This is an optimization exercise on Yosys and OpenROAD, whose aim is small area, a short achievable clock period and few clock cycles per item, not a production implementation.
No functional check of the RTL was part of any run shown here.

==> flow/design.v (outline; a module is shown in full before it is edited, if it fits) <==
// module idc_controller: 30 lines
// module idc_datapath: 2122 lines
// module idc_fa: 10 lines
// module inclusive_day_count_between_dates: 44 lines
module inclusive_day_count_between_dates #(
	parameter int unsigned MAX_YEAR = 9999
) (
	input  logic        clk,
	input  logic        arst_n,
	input  logic        dates_valid,
	output logic        dates_ready,
	input  logic [4:0]  dates_start_day,
	input  logic [3:0]  dates_start_month,
	input  logic [13:0] dates_start_year,
	input  logic [4:0]  dates_end_day,
	input  logic [3:0]  dates_end_month,
	input  logic [13:0] dates_end_year,
	output logic        result_valid,
	input  logic        result_ready,
	output logic [21:0] result_day_count,
	output logic        result_order_error
);
  // ...
==> flow/flow/run.sh <==
#!/bin/bash
# The standard layout (the standard.sh, unchanged synthesis), with the
# port buffers made from the smallest buffer cell instead of the default
# choice; the resizer still upsizes them where timing needs it. ORFS writes
# each step's full log under orfs/logs; make's own output goes to
# standard.log.
set -uo pipefail
bash standard.sh "BUFFER_PORTS_ARGS=-buffer_cell sky130_fd_sc_hd__buf_1" finish > standard.log 2>&1
==> flow/standard.sh <==
#!/bin/bash
# synth_recipe.tcl (not shown) runs the flow's synth.tcl, then flattens the netlist and writes it again
# the make line also repeats each setting of config.mk as NAME=value (left out here)
make -C /OpenROAD-flow-scripts/flow DESIGN_CONFIG=/design/flow/config.mk WORK_HOME=/design/flow/orfs CLKGATE_MAP_FILE= SYNTH_SCRIPT=/design/flow/synth_recipe.tcl "${@:-finish}"
==> flow/config.mk <==
export PLATFORM = sky130hd
export DESIGN_NAME = inclusive_day_count_between_dates
export DESIGN_NICKNAME = inclusive_day_count_between_dates
export VERILOG_FILES = /design/flow/design.v
export SDC_FILE = /design/flow/constraint.sdc
export NUM_CORES = 4
export LEC_CHECK = 0
export CAP_MARGIN = 20
export CORE_MARGIN = 2
export CORE_UTILIZATION = 40
export CTS_BUF_LIST = sky130_fd_sc_hd__clkbuf_8
export SETUP_SLACK_MARGIN = 5
export SLEW_MARGIN = 20
export SYNTH_HIERARCHICAL = 1
==> flow/constraint.sdc <==
create_clock -name core_clock -period 10.0 [get_ports {clk}]
set_input_delay 2.0000 -clock core_clock [delete_from_list [all_inputs] [get_ports {clk}]]
set_output_delay 2.0000 -clock core_clock [all_outputs]
set_load 0.01 [all_outputs]
==> metrics.md, run 1 <==
| Metric | Value |
|---|---|
| Sequential cell area share | 0.174 |
| Leading cell kind | multi-input combinational cells |
| Most frequent cells in the layout | ha_1 (166), fa_1 (136), edfxtp_1 (67) |
| Seq Cell Count | 69 |
| Total placed instance area | 10,800 um^2 |
| Post-synthesis cell area | a little over 10,000 um^2 |
| Cells on Worst Hold Path | 1 |
| R2r worst-path depth | 15 |
| Root Buffer | clkbuf_8 |
| Worst-skew pair later-pin latency | ~370 ps |
| Post-Synth XOR/XNOR Area | 0.0426 |
| Buffering overhead | 0.0611 |
| RR Startpoint | u_dp.da_q[0]$_DFFE_PP_ |
| Outcome | timing/DRC/antenna clean |
| Synth top cells by count | ha_1 (190), fa_1 (141), edfxtp_1 (67) |
| Core area | roughly 25,000 um^2 |
| Met3 wire length | 650 um |
| Net Count, Synth | roughly 1,300 |
| CLK BUF | 9 |
| Fin crit period | ~5000 ps |
| Num CTS Buffers | 9 |
| Final Hold Slack | ~520 ps |
| CP startpoint kind | input pin |
| Placer Congestion | 0.833 |
| Clock-pin slew on the worst setup and hold paths | approximately 80 ps |
| Max Used Layer | met4 |
| Multi-input gates | 732 |
| Final hold vios | 0 |
| Mux contribution to synthesized area | 0.00796 |
| Sequential Area | 2060 um^2 |
| Post-synth ARST share | 0.0290 |
| # DRC | 0 |
| Peak Freq | 0.196 GHz |
| Largest regs | u_dp.r_q x23, u_dp.da_q x13, u_dp.v_q x11 |
| Worst slack, placed | between 4000 and 5000 ps |
| Pin count of the biggest net entering global routing | 46 |
| Met2 global-route usage | 0.269 |
| Met1 WL | around 9500 um |
==> run 2, diff against run 1 <==
--- a/flow/design.v
+++ b/flow/design.v
@@ -1256,18 +1256,18 @@
 	idc_fa u_w_v_19 (.a(ts_t[4]), .b(w_v_8), .c(w_v_9), .s(w_v_19), .co(w_v_20));
 	idc_fa u_w_v_21 (.a(te_t[5]), .b(ts_t[5]), .c(w_v_10), .s(w_v_21), .co(w_v_22));
 	assign w_v_23 = te_t[6] ^ ts_t[6];
 	assign w_v_24 = te_t[6] & ts_t[6];
 	assign w_v_25 = te_t[7] ^ ts_t[7];
 	assign w_v_26 = te_t[7] & ts_t[7];
 	assign w_v_27 = te_t[8] ^ ts_t[8];
 	assign w_v_28 = te_t[8] & ts_t[8];
-	assign w_v_29 = w_v_1 ^ w_v_11;
-	assign w_v_30 = w_v_1 & w_v_11;
+	assign w_v_29 = w_v_11 ^ w_v_1;
+	assign w_v_30 = w_v_11 & w_v_1;
 	assign w_v_31 = w_v_12 ^ w_v_13;
 	assign w_v_32 = w_v_12 & w_v_13;
 	assign w_v_33 = w_v_14 ^ w_v_15;
 	assign w_v_34 = w_v_14 & w_v_15;
 	assign w_v_35 = w_v_16 ^ w_v_17;
 	assign w_v_36 = w_v_16 & w_v_17;
 	assign w_v_37 = w_v_18 ^ w_v_19;
 	assign w_v_38 = w_v_18 & w_v_19;
@@ -1819,178 +1819,178 @@
 	assign t_3 = ecn_q[2] ^ ecn_q[0];
 	assign t_4 = ecn_q[2] & ecn_q[0];
 	idc_fa u_t_5 (.a(da_q[1]), .b(sc_q[2]), .c(sc_q[3]), .s(t_5), .co(t_6));
 	idc_fa u_t_7 (.a(sc_q[1]), .b(ecn_q[2]), .c(ecn_q[3]), .s(t_7), .co(t_8));
 	assign t_9 = ecn_q[1] ^ v_q[1];
 	assign t_10 = ecn_q[1] & v_q[1];
 	idc_fa u_t_11 (.a(da_q[2]), .b(da_q[0]), .c(sc_q[3]), .s(t_11), .co(t_12));
 	idc_fa u_t_13 (.a(sc_q[4]), .b(ecn_q[3]), .c(ecn_q[4]), .s(t_13), .co(t_14));
-	assign t_15 = v_q[2] ^ t_11;
-	assign t_16 = v_q[2] & t_11;
+	assign t_15 = v_q[2] ^ yb_t[2];
+	assign t_16 = v_q[2] & yb_t[2];
 	idc_fa u_t_17 (.a(da_q[3]), .b(da_q[1]), .c(sc_q[4]), .s(t_17), .co(t_18));
 	idc_fa u_t_19 (.a(sc_q[5]), .b(ecn_q[4]), .c(ecn_q[5]), .s(t_19), .co(t_20));
-	assign t_21 = v_q[3] ^ t_17;
-	assign t_22 = v_q[3] & t_17;
+	assign t_21 = v_q[3] ^ yb_t[3];
+	assign t_22 = v_q[3] & yb_t[3];
 	idc_fa u_t_23 (.a(da_q[4]), .b(da_q[2]), .c(da_q[0]), .s(t_23), .co(t_24));
 	idc_fa u_t_25 (.a(sc_q[5]), .b(sc_q[6]), .c(ecn_q[5]), .s(t_25), .co(t_26));
-	idc_fa u_t_27 (.a(ecn_q[6]), .b(v_q[4]), .c(t_23), .s(t_27), .co(t_28));
+	idc_fa u_t_27 (.a(ecn_q[6]), .b(v_q[4]), .c(yb_t[4]), .s(t_27), .co(t_28));
 	idc_fa u_t_29 (.a(da_q[5]), .b(da_q[3]), .c(da_q[1]), .s(t_29), .co(t_30));
 	idc_fa u_t_31 (.a(da_q[0]), .b(sc_q[6]), .c(ecn_q[6]), .s(t_31), .co(t_32));
-	assign t_33 = v_q[5] ^ t_29;
-	assign t_34 = v_q[5] & t_29;
+	assign t_33 = v_q[5] ^ yb_t[5];
+	assign t_34 = v_q[5] & yb_t[5];
 	idc_fa u_t_35 (.a(da_q[6]), .b(da_q[4]), .c(da_q[2]), .s(t_35), .co(t_36));
 	assign t_37 = da_q[1] ^ v_q[6];
 	assign t_38 = da_q[1] & v_q[6];
 	idc_fa u_t_39 (.a(da_q[7]), .b(da_q[5]), .c(da_q[3]), .s(t_39), .co(t_40));
 	assign t_41 = da_q[2] ^ da_q[0];
 	assign t_42 = da_q[2] & da_q[0];
 	idc_fa u_t_43 (.a(da_q[8]), .b(da_q[6]), .c(da_q[4]), .s(t_43), .co(t_44));
 	idc_fa u_t_45 (.a(da_q[3]), .b(da_q[1]), .c(da_q[0]), .s(t_45), .co(t_46));
 	idc_fa u_t_47 (.a(da_q[9]), .b(da_q[7]), .c(da_q[5]), .s(t_47), .co(t_48));
 	idc_fa u_t_49 (.a(da_q[4]), .b(da_q[2]), .c(da_q[1]), .s(t_49), .co(t_50));
 	idc_fa u_t_51 (.a(da_q[10]), .b(da_q[8]), .c(da_q[6]), .s(t_51), .co(t_52));
 	idc_fa u_t_53 (.a(da_q[5]), .b(da_q[3]), .c(da_q[2]), .s(t_53), .co(t_54));
 	assign t_55 = da_q[0] ^ v_q[10];
 	assign t_56 = da_q[0] & v_q[10];
 	idc_fa u_t_57 (.a(da_q[11]), .b(da_q[9]), .c(da_q[7]), .s(t_57), .co(t_58));
 	idc_fa u_t_59 (.a(da_q[6]), .b(da_q[4]), .c(da_q[3]), .s(t_59), .co(t_60));
-	idc_fa u_t_61 (.a(da_q[1]), .b(v_q[11]), .c(t_57), .s(t_61), .co(t_62));
+	idc_fa u_t_61 (.a(da_q[1]), .b(v_q[11]), .c(yb_t[11]), .s(t_61), .co(t_62));
 	idc_fa u_t_63 (.a(da_q[12]), .b(da_q[10]), .c(da_q[8]), .s(t_63), .co(t_64));
 	idc_fa u_t_65 (.a(da_q[7]), .b(da_q[5]), .c(da_q[4]), .s(t_65), .co(t_66));
 	assign t_67 = da_q[2] ^ v_q[12];
 	assign t_68 = da_q[2] & v_q[12];
 	idc_fa u_t_69 (.a(da_q[11]), .b(da_q[9]), .c(da_q[8]), .s(t_69), .co(t_70));
 	idc_fa u_t_71 (.a(da_q[6]), .b(da_q[5]), .c(da_q[3]), .s(t_71), .co(t_72));
 	idc_fa u_t_73 (.a(da_q[12]), .b(da_q[10]), .c(da_q[9]), .s(t_73), .co(t_74));
 	assign t_75 = da_q[11] ^ da_q[10];
 	assign t_76 = da_q[11] & da_q[10];
 	idc_fa u_t_77 (.a(v_q[0]), .b(sl_q), .c(eln_q), .s(t_77), .co(t_78));
 	idc_fa u_t_79 (.a(t_4), .b(t_9), .c(t_2), .s(t_79), .co(t_80));
 	assign t_81 = t_5 ^ t_7;
 	assign t_82 = t_5 & t_7;
 	idc_fa u_t_83 (.a(t_10), .b(t_6), .c(t_8), .s(t_83), .co(t_84));
-	idc_fa u_t_85 (.a(t_13), .b(yb_t[2]), .c(t_15), .s(t_85), .co(t_86));
-	idc_fa u_t_87 (.a(t_12), .b(t_14), .c(t_19), .s(t_87), .co(t_88));
-	idc_fa u_t_89 (.a(yb_t[3]), .b(t_16), .c(t_21), .s(t_89), .co(t_90));
-	idc_fa u_t_91 (.a(t_18), .b(t_20), .c(t_25), .s(t_91), .co(t_92));
-	idc_fa u_t_93 (.a(yb_t[4]), .b(t_22), .c(t_27), .s(t_93), .co(t_94));
-	idc_fa u_t_95 (.a(t_24), .b(t_26), .c(t_31), .s(t_95), .co(t_96));
-	idc_fa u_t_97 (.a(yb_t[5]), .b(t_33), .c(t_28), .s(t_97), .co(t_98));
+	idc_fa u_t_85 (.a(t_11), .b(t_13), .c(t_15), .s(t_85), .co(t_86));
+	idc_fa u_t_87 (.a(t_12), .b(t_14), .c(t_17), .s(t_87), .co(t_88));
+	idc_fa u_t_89 (.a(t_19), .b(t_16), .c(t_21), .s(t_89), .co(t_90));
+	idc_fa u_t_91 (.a(t_18), .b(t_20), .c(t_23), .s(t_91), .co(t_92));
+	idc_fa u_t_93 (.a(t_25), .b(t_22), .c(t_27), .s(t_93), .co(t_94));
+	idc_fa u_t_95 (.a(t_24), .b(t_26), .c(t_29), .s(t_95), .co(t_96));
+	idc_fa u_t_97 (.a(t_31), .b(t_33), .c(t_28), .s(t_97), .co(t_98));
 	idc_fa u_t_99 (.a(t_37), .b(t_30), .c(t_32), .s(t_99), .co(t_100));
 	idc_fa u_t_101 (.a(t_35), .b(yb_t[6]), .c(t_34), .s(t_101), .co(t_102));
 	idc_fa u_t_103 (.a(v_q[7]), .b(t_38), .c(t_41), .s(t_103), .co(t_104));
 	idc_fa u_t_105 (.a(t_36), .b(t_39), .c(yb_t[7]), .s(t_105), .co(t_106));
 	idc_fa u_t_107 (.a(v_q[8]), .b(t_42), .c(t_40), .s(t_107), .co(t_108));
 	idc_fa u_t_109 (.a(t_43), .b(t_45), .c(yb_t[8]), .s(t_109), .co(t_110));
 	idc_fa u_t_111 (.a(v_q[9]), .b(t_44), .c(t_46), .s(t_111), .co(t_112));
 	idc_fa u_t_113 (.a(t_47), .b(t_49), .c(yb_t[9]), .s(t_113), .co(t_114));
 	idc_fa u_t_115 (.a(t_55), .b(t_48), .c(t_50), .s(t_115), .co(t_116));
 	idc_fa u_t_117 (.a(t_51), .b(t_53), .c(yb_t[10]), .s(t_117), .co(t_118));
 	idc_fa u_t_119 (.a(t_56), .b(t_52), .c(t_54), .s(t_119), .co(t_120));
-	idc_fa u_t_121 (.a(t_59), .b(yb_t[11]), .c(t_119), .s(t_121), .co(t_122));
+	idc_fa u_t_121 (.a(t_57), .b(t_59), .c(t_61), .s(t_121), .co(t_122));
 	idc_fa u_t_123 (.a(t_67), .b(t_58), .c(t_60), .s(t_123), .co(t_124));
 	idc_fa u_t_125 (.a(t_63), .b(t_65), .c(t_62), .s(t_125), .co(t_126));
 	idc_fa u_t_127 (.a(t_68), .b(t_64), .c(t_66), .s(t_127), .co(t_128));
-	idc_fa u_t_129 (.a(t_69), .b(t_71), .c(t_127), .s(t_129), .co(t_130));
+	assign t_129 = t_69 ^ t_71;
+	assign t_130 = t_69 & t_71;
 	idc_fa u_t_131 (.a(da_q[7]), .b(da_q[6]), .c(da_q[4]), .s(t_131), .co(t_132));
 	idc_fa u_t_133 (.a(t_70), .b(t_72), .c(t_73), .s(t_133), .co(t_134));
 	idc_fa u_t_135 (.a(da_q[8]), .b(da_q[7]), .c(da_q[5]), .s(t_135), .co(t_136));
-	idc_fa u_t_137 (.a(t_75), .b(t_74), .c(t_135), .s(t_137), .co(t_138));
+	assign t_137 = t_75 ^ t_74;
+	assign t_138 = t_75 & t_74;
 	idc_fa u_t_139 (.a(da_q[12]), .b(da_q[11]), .c(da_q[9]), .s(t_139), .co(t_140));
 	idc_fa u_t_141 (.a(da_q[8]), .b(da_q[6]), .c(t_76), .s(t_141), .co(t_142));
 	idc_fa u_t_143 (.a(da_q[12]), .b(da_q[10]), .c(da_q[9]), .s(t_143), .co(t_144));
 	assign t_145 = da_q[11] ^ da_q[10];
 	assign t_146 = da_q[11] & da_q[10];
-	assign t_147 = t_3 ^ t_1;
-	assign t_148 = t_3 & t_1;
+	assign t_147 = t_3 ^ t_77;
+	assign t_148 = t_3 & t_77;
 	idc_fa u_t_149 (.a(t_78), .b(yb_t[1]), .c(t_81), .s(t_149), .co(t_150));
 	idc_fa u_t_151 (.a(t_82), .b(t_80), .c(t_83), .s(t_151), .co(t_152));
 	idc_fa u_t_153 (.a(t_84), .b(t_87), .c(t_86), .s(t_153), .co(t_154));
 	idc_fa u_t_155 (.a(t_88), .b(t_91), .c(t_90), .s(t_155), .co(t_156));
 	idc_fa u_t_157 (.a(t_92), .b(t_95), .c(t_94), .s(t_157), .co(t_158));
 	idc_fa u_t_159 (.a(t_96), .b(t_99), .c(t_101), .s(t_159), .co(t_160));
 	idc_fa u_t_161 (.a(t_103), .b(t_100), .c(t_105), .s(t_161), .co(t_162));
 	idc_fa u_t_163 (.a(t_104), .b(t_107), .c(t_106), .s(t_163), .co(t_164));
 	idc_fa u_t_165 (.a(t_108), .b(t_111), .c(t_110), .s(t_165), .co(t_166));
 	idc_fa u_t_167 (.a(t_112), .b(t_115), .c(t_114), .s(t_167), .co(t_168));
-	idc_fa u_t_169 (.a(t_116), .b(t_118), .c(t_61), .s(t_169), .co(t_170));
+	idc_fa u_t_169 (.a(t_116), .b(t_119), .c(t_118), .s(t_169), .co(t_170));
 	idc_fa u_t_171 (.a(t_120), .b(t_123), .c(t_122), .s(t_171), .co(t_172));
-	idc_fa u_t_173 (.a(t_124), .b(t_126), .c(t_129), .s(t_173), .co(t_174));
-	idc_fa u_t_175 (.a(t_131), .b(t_128), .c(t_133), .s(t_175), .co(t_176));
-	idc_fa u_t_177 (.a(t_132), .b(t_134), .c(t_137), .s(t_177), .co(t_178));
-	idc_fa u_t_179 (.a(t_136), .b(t_139), .c(t_141), .s(t_179), .co(t_180));
+	idc_fa u_t_173 (.a(t_129), .b(t_124), .c(t_127), .s(t_173), .co(t_174));
+	idc_fa u_t_175 (.a(t_131), .b(t_130), .c(t_128), .s(t_175), .co(t_176));
+	idc_fa u_t_177 (.a(t_132), .b(t_135), .c(t_137), .s(t_177), .co(t_178));
+	idc_fa u_t_179 (.a(t_136), .b(t_139), .c(t_138), .s(t_179), .co(t_180));
 	idc_fa u_t_181 (.a(da_q[7]), .b(t_140), .c(t_143), .s(t_181), .co(t_182));
 	idc_fa u_t_183 (.a(da_q[8]), .b(t_145), .c(t_144), .s(t_183), .co(t_184));
 	idc_fa u_t_185 (.a(da_q[12]), .b(da_q[11]), .c(da_q[9]), .s(t_185), .co(t_186));
-	assign t_187 = t_77 ^ yb_t[0];
-	assign t_188 = t_77 & yb_t[0];
+	assign t_187 = t_1 ^ yb_t[0];
+	assign t_188 = t_1 & yb_t[0];
 	idc_fa u_t_189 (.a(t_148), .b(t_79), .c(t_149), .s(t_189), .co(t_190));
 	idc_fa u_t_191 (.a(t_150), .b(t_85), .c(t_151), .s(t_191), .co(t_192));
-	idc_fa u_t_193 (.a(t_89), .b(t_152), .c(t_153), .s(t_193), .co(t_194));
+	idc_fa u_t_193 (.a(t_152), .b(t_89), .c(t_153), .s(t_193), .co(t_194));
 	idc_fa u_t_195 (.a(t_93), .b(t_154), .c(t_155), .s(t_195), .co(t_196));
 	idc_fa u_t_197 (.a(t_97), .b(t_156), .c(t_157), .s(t_197), .co(t_198));
 	idc_fa u_t_199 (.a(t_98), .b(t_159), .c(t_158), .s(t_199), .co(t_200));
 	idc_fa u_t_201 (.a(t_102), .b(t_161), .c(t_160), .s(t_201), .co(t_202));
 	idc_fa u_t_203 (.a(t_109), .b(t_162), .c(t_163), .s(t_203), .co(t_204));
 	idc_fa u_t_205 (.a(t_113), .b(t_164), .c(t_165), .s(t_205), .co(t_206));
 	idc_fa u_t_207 (.a(t_117), .b(t_166), .c(t_167), .s(t_207), .co(t_208));
-	idc_fa u_t_209 (.a(t_168), .b(t_121), .c(t_169), .s(t_209), .co(t_210));
+	idc_fa u_t_209 (.a(t_168), .b(t_169), .c(t_121), .s(t_209), .co(t_210));
 	idc_fa u_t_211 (.a(t_170), .b(t_125), .c(t_171), .s(t_211), .co(t_212));
-	assign t_213 = t_172 ^ t_173;
-	assign t_214 = t_172 & t_173;
-	idc_fa u_t_215 (.a(t_130), .b(t_175), .c(t_174), .s(t_215), .co(t_216));
-	assign t_217 = t_176 ^ t_177;
-	assign t_218 = t_176 & t_177;
-	idc_fa u_t_219 (.a(t_138), .b(t_179), .c(t_178), .s(t_219), .co(t_220));
+	idc_fa u_t_213 (.a(t_173), .b(t_126), .c(t_172), .s(t_213), .co(t_214));
+	idc_fa u_t_215 (.a(t_133), .b(t_174), .c(t_175), .s(t_215), .co(t_216));
+	idc_fa u_t_217 (.a(t_134), .b(t_177), .c(t_176), .s(t_217), .co(t_218));
+	idc_fa u_t_219 (.a(t_141), .b(t_179), .c(t_178), .s(t_219), .co(t_220));
 	idc_fa u_t_221 (.a(t_142), .b(t_181), .c(t_180), .s(t_221), .co(t_222));
 	assign t_223 = t_182 ^ t_183;
 	assign t_224 = t_182 & t_183;
 	idc_fa u_t_225 (.a(t_146), .b(t_185), .c(t_184), .s(t_225), .co(t_226));
 	idc_fa u_t_227 (.a(da_q[12]), .b(da_q[10]), .c(t_186), .s(t_227), .co(t_228));
-	assign t_229 = t_213 ^ t_212;
-	assign t_230 = t_213 & t_212;
-	assign t_231 = t_214 ^ t_215;
-	assign t_232 = t_214 & t_215;
-	assign t_233 = t_217 ^ t_216;
-	assign t_234 = t_217 & t_216;
-	assign t_235 = t_218 ^ t_219;
-	assign t_236 = t_218 & t_219;
+	assign t_229 = t_212 ^ t_213;
+	assign t_230 = t_212 & t_213;
+	assign t_231 = t_215 ^ t_214;
+	assign t_232 = t_215 & t_214;
+	assign t_233 = t_216 ^ t_217;
+	assign t_234 = t_216 & t_217;
+	assign t_235 = t_219 ^ t_218;
+	assign t_236 = t_219 & t_218;
 	assign t_237 = t_221 ^ t_220;
 	assign t_238 = t_221 & t_220;
 	assign t_239 = t_223 ^ t_222;
 	assign t_240 = t_223 & t_222;
 	assign t_241 = t_224 ^ t_225;
 	assign t_242 = t_224 & t_225;
 	assign t_243 = t_227 ^ t_226;
 	assign t_244 = t_227 & t_226;
 	assign t_245 = da_q[11] ^ t_228;
 	assign t_246 = da_q[11] & t_228;
-	assign t_247 = t_232 ^ t_233;
-	assign t_248 = t_232 & t_233;
-	assign t_249 = t_235 ^ t_234;
-	assign t_250 = t_235 & t_234;
+	assign t_247 = t_233 ^ t_232;
+	assign t_248 = t_233 & t_232;
+	assign t_249 = t_234 ^ t_235;
+	assign t_250 = t_234 & t_235;
 	assign t_251 = t_236 ^ t_237;
 	assign t_252 = t_236 & t_237;
-	assign t_253 = t_239 ^ t_238;
-	assign t_254 = t_239 & t_238;
+	assign t_253 = t_238 ^ t_239;
+	assign t_254 = t_238 & t_239;
 	assign t_255 = t_241 ^ t_240;
 	assign t_256 = t_241 & t_240;
 	assign t_257 = t_242 ^ t_243;
 	assign t_258 = t_242 & t_243;
 	assign t_259 = t_245 ^ t_244;
 	assign t_260 = t_245 & t_244;
 	assign t_261 = da_q[12] ^ t_246;
 	assign t_262 = da_q[12] & t_246;
 	assign t_263 = t_252 ^ t_253;
 	assign t_264 = t_252 & t_253;
-	assign t_265 = t_255 ^ t_254;
-	assign t_266 = t_255 & t_254;
-	assign t_267 = t_257 ^ t_256;
-	assign t_268 = t_257 & t_256;
+	assign t_265 = t_254 ^ t_255;
+	assign t_266 = t_254 & t_255;
+	assign t_267 = t_256 ^ t_257;
+	assign t_268 = t_256 & t_257;
 	assign t_269 = t_258 ^ t_259;
 	assign t_270 = t_258 & t_259;
 	assign t_271 = t_261 ^ t_260;
 	assign t_272 = t_261 & t_260;
 	assign t_273 = t_269 ^ t_268;
 	assign t_274 = t_269 & t_268;
 	assign t_275 = t_270 ^ t_271;
 	assign t_276 = t_270 & t_271;
@@ -2021,26 +2021,26 @@
 	assign t_301 = t_210 ^ t_211;
 	assign t_302 = t_210 & t_211;
 	assign t_303 = t_229 ^ 1'b1;
 	assign t_304 = t_229 & 1'b1;
 	assign t_305 = t_230 ^ t_231;
 	assign t_306 = t_230 & t_231;
 	assign t_307 = t_247 ^ 1'b1;
 	assign t_308 = t_247 & 1'b1;
-	assign t_309 = t_248 ^ t_249;
-	assign t_310 = t_248 & t_249;
-	assign t_311 = t_251 ^ t_250;
-	assign t_312 = t_251 & t_250;
+	assign t_309 = t_249 ^ t_248;
+	assign t_310 = t_249 & t_248;
+	assign t_311 = t_250 ^ t_251;
+	assign t_312 = t_250 & t_251;
 	assign t_313 = t_263 ^ 1'b1;
 	assign t_314 = t_263 & 1'b1;
 	assign t_315 = t_265 ^ t_264;
 	assign t_316 = t_265 & t_264;
-	assign t_317 = t_267 ^ t_266;
-	assign t_318 = t_267 & t_266;
+	assign t_317 = t_266 ^ t_267;
+	assign t_318 = t_266 & t_267;
 	assign t_319 = t_273 ^ 1'b1;
 	assign t_320 = t_273 & 1'b1;
 	assign t_321 = t_274 ^ t_275;
 	assign t_322 = t_274 & t_275;
 	assign t_323 = t_280 | (t_279 & t_278);
 	assign t_324 = t_279 & t_277;
 	assign t_325 = t_284 | (t_283 & t_282);
 	assign t_326 = t_283 & t_281;
==> run 2 against run 1 <==
Effect of this change: critical path depth is the same; utilization grew 0.61 points; wire length grew 0.31%; non-clock buffer count shrank 14; register-to-register slack lost 30 ps; worst setup slack lost 30 ps; largest cell class unchanged.
==> metrics.md, run 2 <==
| Metric | Value |
|---|---|
| Number of diodes | 0 |
| CP startpoint kind | input pin |
| Initial antenna violation count | 0 |
| Via count | approximately 6,600 |
| Total track usage | 0.164 |
| Peak Freq | 0.195 GHz (-0.58%) |
| Placer Congestion | 0.830 (-0.41%) |
| H-tree depth | 3 |
| CP Data Required Time | around 10,000 ps |
| Crit Path Max Fanout | 3 |
| Cells on Worst Hold Path | 1 (unchanged) |
| Row count | 57 |
| Mux contribution to synthesized area | 0.00599 (-0.00196) |
| Reg-to-Reg End | u_dp.r_q[17]$_DFFE_PP_ |
| Top FF cell, synth | edfxtp_1 |
| Worst EP arrival | 5370 ps |
| Fin crit period | 5140 ps (+29.6 ps) |
| RR Startpoint | u_dp.sb_q[0]$_SDFFCE_PP1P_ |
| CTS tree | yes |
| Syn Area/Cell | 11.4 um^2 |
| DR vias/cell | about 5.0 |
| Simple-Gate Fraction of Synth Area | 0.108 |
| Commonest non-fill, non-tap cell in the layout | ha_1 |
| Sink Count | approximately 70 |
| Register area share after synthesis | 0.206 |
| Top reg by flops | u_dp.r_q |
| Area contributors post-synth | fa_1 (28%), ha_1 (23%), edfxtp_1 (20%), xnor2_1 (3.2%), nor2_1 (2.2%) |
| Post-layout net count | ~1,400 |
| Net Count, Synth | 1,262 (-0.079%) |
| R2R Setup Slk | just over 5000 ps |
| DIE AREA | about 26,000 um^2 |
| Yosys cell types | 62 |
| Largest regs | u_dp.r_q x23, u_dp.da_q x13, u_dp.v_q x11 |
| Post-synth ARST share | 0.0290 (unchanged) |
| Worst slack, placed | 4080 ps (-5.76 ps) |
| Mapped Cells | between 800 and 900 |
| Crit path kind | in2reg |
| Synth top area share | 0.282 |
| Starting Density | 0.410 |
| First-pass GRT wire length | 34,300 um |
| Fill cells | approximately 2,200 |
| Drt wl/cell | around 16 um |
| Detailed Place HPWL | 17,300 um |
| GR Overflow Total | 0 |
| Most common cell in the netlist | ha_1 |
| Number of synthesized register bits | about 70 |
| Clock Path Buffers | 2 |
| Num CTS Buffers | 9 (unchanged) |
| R2r worst-path depth | 18 (+3) |
| Outcome | timing/DRC/antenna clean |
| Slew HR | 0.445 |
| Post-synthesis cell area | 10,000 um^2 (-0.44%) |
| Clock-pin slew on the worst setup and hold paths | 70 ps (about the same) |
| Post-Layout Inst Area | approximately 12,000 um^2 |
| Synth Warn # | 8 |
| Synth Area in Adders | 0.516 |
| Final hold vios | 0 (unchanged) |
| Die Wd | 162 um |
| Final setup fails | 0 |
| Final worst-path cycle share | 0.514 |
| Post-Synth XOR/XNOR Area | 0.0454 (+0.00281) |
| Worst Hold Path EP | u_ctrl.v2_q$_DFFE_PN0P_ |
| Total placed instance area | 10,800 um^2 (about the same) |
| Core area | 24,500 um^2 (-2.0%) |
| Largest family of logic cells by synthesized area | adder cells |
| Worst-skew pair later-pin latency | 350 ps (-20 ps) |
| Max FFs per register | 23 |
| Root Buffer | clkbuf_8 |
| Post-Route WL | 20,500 um |
| Most frequent cells in the layout | ha_1 (166), fa_1 (131), edfxtp_1 (67) |
| Worst clock skew | roughly 14 ps |
| Synth Area in Compound Gates | 0.0896 |
| Initial DRC Count | around 250 |
| Setup TNS | 0 ps |
| Worst Hold Class | reg2reg |
| Total of max-cap violations | 0 |
| Final Slew Violations | 0 |
| Drt first pass iters | 4 |
| Synth top cells by count | ha_1 (188), fa_1 (141), edfxtp_1 (67) |
| Share of cells above drive strength 1 | 0.173 |
| I/O pin total | 75 |
| Critical Path End Type | flip-flop |
| Pin count of the biggest net entering global routing | 46 (unchanged) |
| # DRC | 0 (unchanged) |
| PortBufs | 74 |
| Area growth syn-to-layout | 17.3% |
| Unrepaired setup endpoints after global routing | true |
| Post-route ant nets | 0 |
| Post-synth EDFFs | between 60 and 70 |
| Yosys top cell by area | fa_1 |
| Die height | about 160 um |
| Worst-Margin Slew | 832 ps |
| Vias in the first global route | 6,856 |
| PnR worst setup slack | a little under 5000 ps |
| Hold path startpoint | u_ctrl.v1_q$_DFFE_PN0P_ |
| # hold bufs at CTS | 0 |
## run 2: worst max path at each step
stage	startpoint	end	slack (ps)
2_1_floorplan	dates_end_month[0]	u_dp.v_q[8]$_DFFE_PP_	4660
3_3_place_gp	dates_end_month[1]	u_dp.v_q[8]$_DFFE_PP_	4180
5_1_grt	dates_end_month[0]	u_dp.v_q[8]$_DFFE_PP_	4740
6_report	dates_end_month[0]	u_dp.v_q[8]$_DFFE_PP_	4860
3_5_place_dp	dates_end_month[1]	u_dp.v_q[8]$_DFFE_PP_	4080
4_1_cts	dates_end_month[0]	u_dp.v_q[8]$_DFFE_PP_	4840
## run 2: critical path, stage by stage
cell	delay, ps
buf_12	100
inv_12	30
ha_4	150
o21ai_4	130
o21ai_4	70
fa_1	470
fa_1	490
fa_2	350
a21o_1	160
a21o_1	180
a21o_1	160
a21oi_2	150
nor2b_2	60
o21a_1	210
nor2_4	140
fa_2	450
inv_1	60
## run 2: kinds of logic after synthesis
logic type,after synthesis
buffers and inverters,74
AOI/OAI and AO/OA,133
other,2
and+or+nand+nor,218
xor gates and xnor gates,52
muxes,6
DFF,69
adders and majority gates,329
## run 2: metal layers
metal / part of all wire / GRT usage
met5: 0 / 0
met4: 0.0084 / 0.0282
met3: 0.026 / 0.0176
met2: 0.47 / 0.268
met1: 0.50 / 0.240
## run 2: through the flow
step | cells | hold WS, ps | util
6_report | 1312 | 524 | 0.480
5_1_grt | 1312 | 555 | 0.480
4_1_cts | 1302 | 527 | 0.467
3_5_place_dp | 1266 | 508 | 0.442
3_3_place_gp | 1266 | 506 | 0.442
2_1_floorplan | 883 | 478 | -
## run 2: what timing repair did
| action | 4_1_cts | 5_1_grt |
|---|---|---|
| pin swaps | 27 | 43 |
| gates resized for setup | 68 | 68 |
| endpoints found under the setup margin | 29 | 27 |
| hold endpoints to repair | 0 | 0 |
| setup buffers | 21 | 10 |
## run 2: cell type report
type / count / area [um^2] / share of cell area
Inverter: 58 / 230 / 0.0196
Multi-Input combinational cell: 740 / 8230 / 0.701
Tap cell: 324 / 405 / 0.0345
Clock buffer: 9 / 124 / 0.0105
Sequential cell: 69 / 2060 / 0.175
Timing Repair Buffer: 106 / 641 / 0.0545
Clock inverter: 6 / 56.3 / 0.00479
## run 2: modules after synthesis (local to each module, per instance), a selection
module	cells inside	area [um^2]
idc_fa	1	20.0
idc_datapath	747	7370
idc_controller	8	92.6
==> run 3, diff against run 2 <==
==> flow/flow/run.sh (replaced) <==
#!/bin/bash
# The standard layout (the standard.sh, unchanged synthesis), with the
# port buffers made from the smallest buffer cell instead of the default
# choice (the resizer still upsizes them where timing needs it), and the
# resizer's setup target set further below the clock period. ORFS writes
# each step's full log under orfs/logs; make's own output goes to
# standard.log.
set -uo pipefail
bash standard.sh "BUFFER_PORTS_ARGS=-buffer_cell sky130_fd_sc_hd__buf_1" SETUP_SLACK_MARGIN=5.6 finish > standard.log 2>&1
==> run 3 against run 2 <==
Effect of this change: critical path depth shrank 1; via count grew 4.6%; utilization grew 4.5 points; global-route usage grew 1.2 points; wire length grew 9.1%; first-iteration DRC count grew 28%; clock skew grew 3.3 ps; design area grew 9.4%; hold slack gained 380 ps; fmax grew 0.20%; critical endpoint unchanged; largest cell class unchanged.
==> metrics.md, run 3 <==
| Metric | Value |
|---|---|
| Outcome | timing/DRC/antenna clean |
| Register area share after synthesis | 0.206 (unchanged) |
| Most frequent cells in the layout | ha_1 (142), fa_1 (123), edfxtp_1 (67) |
| Total of max-cap violations | 0 (unchanged) |
| CP Data Required Time | 10,240 ps (about the same) |
| Clock Path Buffers | 2 (unchanged) |
| GR Overflow Total | 0 (unchanged) |
| Via count | 6,894 (+4.6%) |
| Synth top area share | 0.282 (unchanged) |
| # hold bufs at CTS | 0 (unchanged) |
| RR Startpoint | u_dp.sb_q[0]$_SDFFCE_PP1P_ |
| Syn Area/Cell | 11.4 um^2 (unchanged) |
| Post-route ant nets | 0 (unchanged) |
| Crit Path Max Fanout | 3 (unchanged) |
| First-pass GRT wire length | 36,400 um (+6.0%) |
| I/O pin total | 75 (unchanged) |
| CP max-delay cell | fa_1 |
| Post-layout net count | 1,404 (+3.0%) |
| Die Wd | 162 um (unchanged) |
| Share of cells above drive strength 1 | 0.276 (+0.103) |
| Worst-skew pair later-pin latency | 360 ps (about the same) |
| Cells on Worst Hold Path | 1 (unchanged) |
| Worst Hold Class | reg2reg |
| Peak Freq | 0.195 GHz (+0.20%) |
| Top FF cell, synth | edfxtp_1 |
| Synth top cells by count | ha_1 (188), fa_1 (141), edfxtp_1 (67) |
| Root Buffer | clkbuf_8 |
| Top reg by flops | u_dp.r_q |
| Worst Hold Path EP | u_ctrl.v2_q$_DFFE_PN0P_ |
| Number of synthesized register bits | 69 (unchanged) |
| Initial antenna violation count | 0 (unchanged) |
| Final worst-path cycle share | 0.512 (-0.00102) |
| DR vias/cell | 5.09 (+1.3%) |
| Yosys top cell by area | fa_1 |
| Post-synthesis cell area | 10,000 um^2 (unchanged) |
| Unrepaired setup endpoints after global routing | true |
| Crit path kind | in2reg |
| Starting Density | 0.410 (unchanged) |
| Die height | 162 um (unchanged) |
| Worst EP arrival | 5360 ps (about the same) |
| Core area | 24,500 um^2 (unchanged) |
| Final hold vios | 0 (unchanged) |
| Post-synth ARST share | 0.0290 (unchanged) |
| Largest delay share family, worst path | adder cells |
| Hold path startpoint | u_ctrl.v1_q$_DFFE_PN0P_ |
| Vias in the first global route | 7,141 (+4.2%) |
| PortBufs | 74 (unchanged) |
| Pin count of the biggest net entering global routing | 25 (-46%) |
| Total track usage | 0.177 (+0.0124) |
| Post-Layout Inst Area | 12,900 um^2 (+9.4%) |
| Met2 global-route usage | 0.302 (+0.0340) |
| # DRC | 0 (unchanged) |
| Critical Path End Type | flip-flop |
| R2r worst-path depth | 18 (unchanged) |
| CP Buf/Inv Count | 3 (unchanged) |
| Number of diodes | 0 (unchanged) |
| Synth Warn # | 8 (unchanged) |
| M3 GR Usage | 0.0222 (+0.00460) |
| Net Count, Synth | 1,262 (unchanged) |
| Worst-Margin Slew | 828 ps (-3.84 ps) |
| Slew HR | 0.447 (+0.00256) |
| Detailed Place HPWL | 17,800 um (+3.3%) |
| Num CTS Buffers | 9 (unchanged) |
| CP startpoint kind | input pin |
| Fin crit period | 5120 ps (-10.2 ps) |
| Area contributors post-synth | fa_1 (28%), ha_1 (23%), edfxtp_1 (20%), xnor2_1 (3.2%), nor2_1 (2.2%) |
| Placer Congestion | 0.813 (-2.1%) |
| Crit-path max cell delay | 510 ps (+20 ps) |
| H-tree depth | 3 (unchanged) |
| Total placed instance area | 11,200 um^2 (+3.0%) |
| Mapped Cells | 883 (unchanged) |
| Worst clock skew | 17.0 ps (+3.29 ps) |
| Max FFs per register | 23 (unchanged) |
| Row count | 57 (unchanged) |
| Area growth syn-to-layout | 28.3% |
| Fill cells | 2,135 (-4.3%) |
| Layer carrying the most global-route usage | met2 |
| Largest regs | u_dp.r_q x23, u_dp.da_q x13, u_dp.v_q x11 |
| Sink Count | 69 (unchanged) |
| R2R Setup Slk | 5120 ps (+20 ps) |
| Post-Route WL | 22,400 um (+9.1%) |
| Post-synth EDFFs | 67 (unchanged) |
| Most common cell in the netlist | ha_1 |
| Yosys cell types | 62 (unchanged) |
| Initial DRC Count | 319 (+28%) |
| Setup TNS | 0 ps (unchanged) |
| Sequence of cells on the critical path | buf_12 -> inv_12 -> ha_4 -> o21ai_4 -> fa_1 -> fa_1 -> fa_2 -> a21o_1 -> a21o_1 -> a21o_1 -> a21oi_2 -> nor2b_1 -> o21a_1 -> nor2_2 -> fa_1 -> inv_1 |
| GR met1 Demand/Resource | 0.242 (+0.00180) |
| Clock-pin slew on the worst setup and hold paths | 80 ps (about the same) |
| DIE AREA | 26,300 um^2 (unchanged) |
| Final setup fails | 0 (unchanged) |
| Reg-to-Reg End | u_dp.r_q[17]$_DFFE_PP_ |
| CTS tree | yes |
| Drt first pass iters | 4 (unchanged) |
| Final Slew Violations | 0 (unchanged) |
| Drt wl/cell | 16.5 um (+5.7%) |
| Commonest non-fill, non-tap cell in the layout | ha_1 |
run 3: through the flow:
stage	instances	util	hold WS [ps]	worst slack, ps
global placement	1265	0.456	617	4170
detailed placement	1265	0.456	628	4120
global route	1354	0.526	928	4740
floorplan	883	-	586	4660
finish	1354	0.526	906	4880
CTS	1334	0.505	902	4920
run 3: final cells by class:
| type | instances | area [um^2] | area share |
|---|---|---|---|
| timing repair buffer | 145 | 1100 | 0.0855 |
| clock inverter | 7 | 98.8 | 0.00769 |
| tap | 324 | 405 | 0.0315 |
| sequential | 69 | 2060 | 0.160 |
| clock buffer | 9 | 124 | 0.00963 |
| inverter | 58 | 241 | 0.0188 |
| multi-input combinational | 742 | 8830 | 0.686 |
run 3: routing by layer:
metal	share of wire	vias to the layer above
met2	0.49	115
met5	0	-
met1	0.46	3392
met4	0.0093	0
li1	-	3375
met3	0.039	12
run 3: Yosys stat by module, one instance, submodules excluded, excerpt:
module / flip-flops and latches / copies in the design
idc_datapath: 67 / 1
idc_controller: 2 / 1
idc_fa: 0 / 128
run 3: cells by family (layout without fill, tap and decap cells):
family | count (synthesis) | in the layout | synth area share
AOI/OAI and AO/OA | 133 | 133 | 0.0896
xor gates and xnor gates | 52 | 52 | 0.0454
adders and majority gates | 329 | 329 | 0.516
buffers and inverters | 74 | 219 | 0.0281
DFF | 69 | 69 | 0.206
muxes | 6 | 6 | 0.00599
other | 2 | 2 | 0.000749
and+or+nand+nor | 218 | 220 | 0.108
run 3: timing repair:
action | CTS | global route
setup endpoints to repair | 50 | 48
buffers inserted | 51 | 20
pin swaps | 72 | 47
resized for setup | 134 | 75
gates cloned | 2 | 0
run 3: worst max path at each step:
stage | to | start | slack [ps] | depth (start not counted)
floorplan | u_dp.v_q[8]$_DFFE_PP_ | dates_end_month[0] | 4660 | 16
global placement | u_dp.v_q[8]$_DFFE_PP_ | dates_end_month[1] | 4170 | 16
detailed placement | u_dp.v_q[8]$_DFFE_PP_ | dates_end_month[1] | 4120 | 16
CTS | u_dp.v_q[8]$_DFFE_PP_ | dates_end_month[0] | 4920 | 17
global route | u_dp.v_q[8]$_DFFE_PP_ | dates_start_month[1] | 4740 | 19
finish | u_dp.v_q[8]$_DFFE_PP_ | dates_end_month[0] | 4880 | 16

-- re-timing with driven ports --
The flow's constraints put no driver on any port. The routed layouts listed below were extracted and timed again, unchanged, in two steps.
Step 1 (the two cells are an assumption about what drives the block):
set clk [get_ports {clk}]
set_driving_cell -lib_cell sky130_fd_sc_hd__clkbuf_16 $clk
set_driving_cell -lib_cell sky130_fd_sc_hd__buf_2 [delete_from_list [all_inputs] $clk]
Step 2 also shifts input and output timing later by t, the mid clock arrival at the registers, as if the neighbouring blocks saw the same clock.
Slacks: ideal / step 1 / step 2; pairs: ideal / step 1.
run	shift t [ns]	slack for setup (ns)	worst hold slack (ns)	worst setup path after step 2	clock arrival spread, ns
run 1	0.404	4.894 / 4.876 / 4.471	0.519 / 0.519 / 0.519	input to register	0.013 / 0.013
run 2	0.382	4.865 / 4.830 / 4.448	0.524 / 0.524 / 0.524	input to register	0.014 / 0.014
run 3	0.394	4.875 / 4.851 / 4.458	0.906 / 0.906 / 0.906	input to register	0.017 / 0.017
After both steps every run listed still meets setup and hold. The setup slack of run 1, which loses most, moves by -0.018 ns with the drivers and by -0.423 ns with both steps.
